What follows belongs to an exercise in optimizing a design on an open flow for small area, a short achievable clock period and few clock cycles; a production flow would make more cautious choices.
The RTL was checked by simulation tests, not by an equivalence proof against the original design.
Power is estimated from default activity; no workload was simulated.

Design neuron_state_mem, start of the top module:
module neuron_state_mem #(
    parameter int DATA_W = 32,
    parameter int DEPTH  = 64,
    parameter int ADDR_W = $clog2(DEPTH)
) (
    input  logic              clk,
    input  logic              reset,
    input  logic              init_start,
    input  logic [DATA_W-1:0] init_value,
    output logic              init_busy,
    output logic              ready,
    input  logic              rd_en,
    input  logic [ADDR_W-1:0] rd_addr,
    output logic [DATA_W-1:0] rd_data,
    output logic              rd_valid,
    input  logic              wr_en,
    input  logic [ADDR_W-1:0] wr_addr,
    input  logic [DATA_W-1:0] wr_data
);
Size: ~2200 flip-flops, roughly 120 I/O pins, about 81000 um^2 of cells after synthesis.
clock: 4.5 ns
lec_check: 0
cap_margin: 20
core_margin: 2
core_utilization: 68
cts_cluster_diameter: 120
cts_cluster_size: 26
place_density: 0.75
setup_slack_margin: 2.4
slew_margin: 20
synth_hierarchical: 1
tns_end_percent: 5
standard.sh (not shown) runs the stock make flow with config.mk's settings and CLKGATE_MAP_FILE= SYNTH_SCRIPT=/design/flow/synth_recipe.tcl, a recipe that flattens the netlist after the stock synthesis.
==> flow/flow/run.sh <==
#!/bin/bash
# Standard layout, with the port buffers made from plain buffers instead of delay cells.
set -euo pipefail
export BUFFER_PORTS_ARGS="-buffer_cell sky130_fd_sc_hd__buf_4"
bash standard.sh finish > standard_finish.log 2>&1
Testbench counts at the start, summed over its fixed seeds: cycles 6,955.
Change:
--- a/flow/config.mk
+++ b/flow/config.mk
@@ -9,7 +9,6 @@
 export CORE_MARGIN = 2
-export CORE_UTILIZATION = 68
+export CORE_UTILIZATION = 55
 export CTS_CLUSTER_DIAMETER = 120
 export CTS_CLUSTER_SIZE = 26
-export PLACE_DENSITY = 0.75
-export SETUP_SLACK_MARGIN = 2.4
+export SETUP_SLACK_MARGIN = 2.7
 export SLEW_MARGIN = 20
Outcome:
- The changed run produced a clean layout
- fmax drops slightly
- non-clock buffer count climbs by 60
- worst setup slack gets worse by 0.0089 ns
- die area rose by a quarter to a third
- wire length increases by a little under a tenth
- sequential share of layout area goes down by 1.0 points
- core utilization went down by 14 points
- synthesized area stays the same
- count of clock-buffer cells in the layout goes down by 8
- cell area went up slightly
Change:
--- a/flow/config.mk
+++ b/flow/config.mk
@@ -12,3 +12,3 @@
 export CTS_CLUSTER_SIZE = 26
-export SETUP_SLACK_MARGIN = 2.7
+export SETUP_SLACK_MARGIN = 2.15
 export SLEW_MARGIN = 20
=>
- The new run went through all stages and came out clean
- final cell count fell by 0.35%
- via count fell by 1.0%
- synthesized cell count does not change
- sequential share of layout area rose by 0.71 points
- die area stays the same
- worst setup slack gets better by 0.029 ns

The RTL this note starts from:
==> flow/design.v <==
module neuron_state_mem #(
    parameter int DATA_W = 32,
    parameter int DEPTH  = 64,
    parameter int ADDR_W = $clog2(DEPTH)
) (
    input  logic              clk,
    input  logic              reset,
    input  logic              init_start,
    input  logic [DATA_W-1:0] init_value,
    output logic              init_busy,
    output logic              ready,
    input  logic              rd_en,
    input  logic [ADDR_W-1:0] rd_addr,
    output logic [DATA_W-1:0] rd_data,
    output logic              rd_valid,
    input  logic              wr_en,
    input  logic [ADDR_W-1:0] wr_addr,
    input  logic [DATA_W-1:0] wr_data
);
    logic                ready_q;
    logic                busy_q;
    logic [DATA_W-1:0]   init_q;
    logic [DEPTH-1:0]    written_q;
    logic [DATA_W-1:0]   rd_data_q;
    logic                rd_valid_q;
    logic [DATA_W-1:0]   mem [DEPTH];
    logic [DATA_W-1:0]   rd_word;
    logic                keep;
    assign ready     = ready_q;
    assign init_busy = busy_q;
    assign rd_data   = rd_data_q;
    assign rd_valid  = rd_valid_q;
    assign keep = ready_q && !init_start;
    always_comb begin
        if (wr_en && wr_addr == rd_addr) rd_word = wr_data;
        else if (written_q[rd_addr])     rd_word = mem[rd_addr];
        else                             rd_word = init_q;
    end
    always_ff @(posedge clk or negedge reset) begin
        if (!reset) begin
            ready_q    <= 1'b0;
            busy_q     <= 1'b1;
            rd_data_q  <= '0;
            rd_valid_q <= 1'b0;
        end else begin
            ready_q    <= 1'b1;
            busy_q     <= 1'b0;
            rd_valid_q <= ready_q && rd_en;
            if (ready_q && rd_en) rd_data_q <= rd_word;
        end
    end
    always_ff @(posedge clk) begin
        if (!ready_q || init_start) init_q <= init_value;
        for (int i = 0; i < DEPTH; i++)
            written_q[i] <= keep && (written_q[i] || (wr_en && wr_addr == ADDR_W'(i)));
    end
    always_ff @(posedge clk) begin
        if (wr_en) mem[wr_addr] <= wr_data;
    end
endmodule
clock: 4.5 ns
lec_check: 0
cap_margin: 20
core_margin: 2
core_utilization: 55
cts_cluster_diameter: 120
cts_cluster_size: 26
setup_slack_margin: 2.2
slew_margin: 20
run.sh (not shown) runs the stock make flow with config.mk's settings and CLKGATE_MAP_FILE= SYNTH_SCRIPT=/design/flow/synth_recipe.tcl, a recipe that flattens the netlist after the stock synthesis.
Stock flow here: none of the scripts above is used.
Testbench counts at the start, summed over its fixed seeds: cycles 6,955.
Change:
- CORE_UTILIZATION: 55 -> 40
- CTS_CLUSTER_DIAMETER: 120 -> unset
- CTS_CLUSTER_SIZE: 26 -> unset
- SETUP_SLACK_MARGIN: 2.2 -> unset
Outcome:
- via count falls by 3.3%
- hold slack got worse by 0.13 ns
- die area rises by 37%
- clock-buffer cell count rises by 128
- design area hardly moves
- non-clock buffer count falls by 217
- worst setup slack got worse by 0.45 ns
- area after synthesis is unchanged
- sequential share of layout area is about the same
- first-iteration DRC count falls by 11%
- sequential power barely changes
Change:
- CORE_UTILIZATION: 40 -> 55
- CTS_CLUSTER_DIAMETER: unset -> 120
- CTS_CLUSTER_SIZE: unset -> 26
- SETUP_SLACK_MARGIN: unset -> 2.2
- TNS_END_PERCENT: unset -> 5
After rerunning:
- count of clock-buffer cells in the layout drops by 128
- die area drops by 27%
- flip-flop and latch count does not change
- worst setup slack gains 0.48 ns
- power drops by 16%
- global-route usage climbs by 9.5 points
- clock power drops by 42%
- hold slack gains 0.13 ns
- via count climbs by 2.4%
- sequential power stays flat
Change:
- ABC_CLOCK_PERIOD_IN_PS: unset -> 2000
- CORE_UTILIZATION: 55 -> 60
- CTS_CLUSTER_DIAMETER: 120 -> unset
- CTS_CLUSTER_SIZE: 26 -> unset
- PLACE_DENSITY: unset -> 0.75
- SETUP_SLACK_MARGIN: 2.2 -> 2.0
- TNS_END_PERCENT: 5 -> unset
The new run went through all stages and came out clean.
Core utilization climbs by 7.1 points.
Die area drops by 8.3%.
Clock skew climbs by 0.025 ns.
Flip-flop and latch count does not change.
Fmax drops by about 2.4%.
Routed wire length drops by about 4.7%.
Change:
- ABC_CLOCK_PERIOD_IN_PS: 2000 -> unset
- PLACE_DENSITY: 0.75 -> unset
Effect: The changed run finished clean; design area hardly moves; utilization increases by 0.19 points; routed wire length increases by 3.0%; setup slack gets better by 0.020 ns.

[separate check: timing with driven ports]
Ports are ideal in the flow. The routed layouts listed here were re-timed in OpenROAD.
Step 1, drivers: a clkbuf_16 drives clk and a buf_2 each remaining input, both assumed.
Step 2 moves the port delays by t, midway between the first and last clock arrival at a register: inputs arrive t later, outputs are due t later. That takes back most of the time a late clock gives input paths.
Three values: ideal, step 1, step 2; two values: the first two.
run	t (ns)	slack for setup (ns)	hold WS [ns]	slew at the worst register clock pin (ns)	worst slew at a driven data input, ns
the first run of note 1	0.797	2.088 / 1.912 / 1.115	0.167 / 0.153 / 0.473	0.11 / 0.11	0.29
the second run of note 1	0.833	2.079 / 1.856 / 1.022	0.175 / 0.122 / 0.471	0.11 / 0.11	0.37
the third run of note 1	0.837	2.108 / 1.933 / 1.097	0.135 / 0.066 / 0.477	0.11 / 0.11	0.29
the first run of note 2	0.819	1.850 / 1.610 / 0.791	0.225 / 0.166 / 0.472	0.11 / 0.11	0.40
the second run of note 2	0.939	1.398 / 1.328 / 0.390	0.097 / 0.029 / 0.463	0.07 / 0.07	0.24
the third run of note 2	0.814	1.876 / 1.590 / 0.776	0.225 / 0.169 / 0.473	0.11 / 0.11	0.41
the fourth run of note 2	0.929	1.812 / 1.604 / 0.675	0.063 / 0.000 / 0.464	0.07 / 0.07	0.33
the fifth run of note 2	0.895	1.832 / 1.683 / 0.787	0.115 / 0.061 / 0.471	0.07 / 0.07	0.30
After both steps setup and hold are still met in every run listed. For the fourth run of note 2, which loses most, drivers alone change the setup slack by -0.208 ns; drivers and shift together by -1.137 ns.
